This is an optimization exercise on Yosys and OpenROAD, whose aim is small area, not a production implementation. Only simulation tests tie the RTL to the original design; equivalence was not proved. Power is estimated from default activity; no workload was simulated.

==> flow/design.v (excerpt) <==
module bp_predictor (
	input  logic        clk,
	input  logic        rst_n,
	input  logic        pred_valid,
	input  logic [31:0] pred_pc,
	input  logic        upd_valid,
	input  logic [31:0] upd_pc,
	input  logic        upd_taken,
	input  logic [31:0] upd_target,
	input  logic        upd_mispredict,
	input  logic        s_axil_awvalid,
	input  logic [7:0]  s_axil_awaddr,
	input  logic        s_axil_wvalid,
	input  logic [31:0] s_axil_wdata,
	input  logic [3:0]  s_axil_wstrb,
	input  logic        s_axil_bready,
	input  logic        s_axil_arvalid,
	input  logic [7:0]  s_axil_araddr,
	input  logic        s_axil_rready,
	output logic        pred_taken,
	output logic        pred_btb_hit,
	output logic [31:0] pred_target,
	output logic        pred_provider,
	output logic        s_axil_awready,
	output logic        s_axil_wready,
	output logic        s_axil_bvalid,
	output logic [1:0]  s_axil_bresp,
	output logic        s_axil_arready,
	output logic        s_axil_rvalid,
	output logic [31:0] s_axil_rdata,
	output logic [1:0]  s_axil_rresp
);
==> flow/config.mk <==
export PLATFORM = sky130hd
export DESIGN_NAME = bp_predictor
export DESIGN_NICKNAME = bp_predictor
export VERILOG_FILES = /design/flow/design.v
export SDC_FILE = /design/flow/constraint.sdc
export NUM_CORES = 4
export LEC_CHECK = 0
export CAP_MARGIN = 20
export CORE_MARGIN = 2
export CORE_UTILIZATION = 45
export CTS_BUF_LIST = sky130_fd_sc_hd__clkbuf_4 sky130_fd_sc_hd__clkbuf_8
export CTS_CLUSTER_DIAMETER = 60
export CTS_CLUSTER_SIZE = 16
export PLACE_DENSITY = 0.5
export SLEW_MARGIN = 20
export SYNTH_HIERARCHICAL = 1
export SYNTH_MINIMUM_KEEP_SIZE = 0
==> flow/constraint.sdc <==
create_clock -name core_clock -period 10.0 [get_ports {clk}]
set_input_delay 2.0000 -clock core_clock [delete_from_list [all_inputs] [get_ports {clk}]]
set_output_delay 2.0000 -clock core_clock [all_outputs]
set_load 0.01 [all_outputs]
standard.sh (not shown) runs the stock make flow with config.mk's settings and CLKGATE_MAP_FILE= SYNTH_SCRIPT=/design/flow/synth_recipe.tcl, a recipe that flattens the netlist after the stock synthesis.
==> flow/flow/run.sh <==
#!/bin/bash
# Own layout flow: the standard flow (standard.sh, with its synthesis
# unchanged) run on a copy of config.mk with a few extra ORFS settings:
#  - port buffers use buf_4, which drives the wide input fanouts without
#    extra repair buffers (every port still gets its own buffer)
#  - CTS as in config.mk but without dummy loads
# make's output goes to flow_make.log in this folder; ORFS writes each step's
# own log under orfs/logs.
set -euo pipefail
cd "$(dirname "$0")/.."
cp config.mk own_config.mk
cat >> own_config.mk <<'EOC'
export BUFFER_PORTS_ARGS = -buffer_cell sky130_fd_sc_hd__buf_4
export CTS_ARGS = -sink_clustering_enable -repair_clock_nets -sink_clustering_size 16 -sink_clustering_max_diameter 60 -buf_list {sky130_fd_sc_hd__clkbuf_4 sky130_fd_sc_hd__clkbuf_8} -dont_use_dummy_load
EOC
sed "s#DESIGN_CONFIG=[^ ]*#DESIGN_CONFIG=$PWD/own_config.mk#" standard.sh > own_standard.sh
grep -q "DESIGN_CONFIG=$PWD/own_config.mk" own_standard.sh
bash own_standard.sh > flow_make.log 2>&1
Then changed:
--- a/flow/flow/run.sh
+++ b/flow/flow/run.sh
@@ -6,0 +7,4 @@
+#  - power recovery after global route (downsizes cells with slack to spare),
+#    followed by a second repair_design so that no downsized driver is left
+#    with a slew or capacitance violation; this uses a copy of ORFS's scripts
+#    folder whose global_route.tcl gets that one extra step
@@ -14,0 +19 @@
+export RECOVER_POWER = 100
@@ -15,0 +21,10 @@
+rm -rf own_scripts
+cp -r "$FLOW_HOME/scripts" own_scripts
+python3 - <<'EOP'
+p = "own_scripts/global_route.tcl"
+s = open(p).read()
+old = "  recover_power_helper\n"
+assert s.count(old) == 1
+s = s.replace(old, old + "  log_cmd estimate_parasitics -global_routing\n  repair_design_helper\n")
+open(p, "w").write(s)
+EOP
@@ -18 +33 @@
-bash own_standard.sh > flow_make.log 2>&1
+bash own_standard.sh "SCRIPTS_DIR=$PWD/own_scripts" finish > flow_make.log 2>&1
- CORE_UTILIZATION: 45 -> 60
- PLACE_DENSITY: 0.5 -> 0.65
Effect:
- clock power decreases by a few percent
- clock skew decreases by 0.024 ns
- combinational power decreases by a little under a tenth
- setup slack gets worse by 0.065 ns
- die area decreases by a quarter to a third
- flip-flop and latch count does not change
- total power decreases by a few percent
Then changed:
- CORE_UTILIZATION: 60 -> 55
- PLACE_DENSITY: 0.65 -> 0.6
What happened: The changed run finished clean. Sequential cell count does not change. Routed wire length increases by 0.53%. Via count decreases by 1.1%. Non-clock buffer count decreases by 52. Power increases by 0.48%. Sequential share of layout area is about the same. Worst setup slack gains 0.11 ns. Die area increases by 9.0%. Utilization decreases by 5.3 points. Clock skew hardly moves.

==> port drivers added, routing unchanged <==
In the flow no input, the clock included, has a driving cell. The finished layouts below were timed again as built, in two steps.
Step 1 sets driving cells, clkbuf_16 on the clock port and buf_2 on the other inputs (assumed; they add their load-dependent delay and slew).
Step 2, shift: input delay + t, output delay - t, t = (earliest + latest rising clock arrival at the registers) / 2. This alone moves slack from input paths to output paths.
a / b / c = ideal ports / drivers / drivers and shift; a / b = the first two.
run	t, ns	setup slack, ns	slew at the worst register clock pin (ns)
the first run	1.135	0.455 / 0.433 / 0.433	0.11 / 0.11
the second run	1.110	0.391 / 0.366 / 0.138	0.11 / 0.11
the third run	1.099	0.500 / 0.480 / 0.308	0.11 / 0.11
After both steps every run listed still meets setup and hold. The setup slack of the second run, which loses most, moves by -0.025 ns with the drivers and by -0.253 ns with both steps.
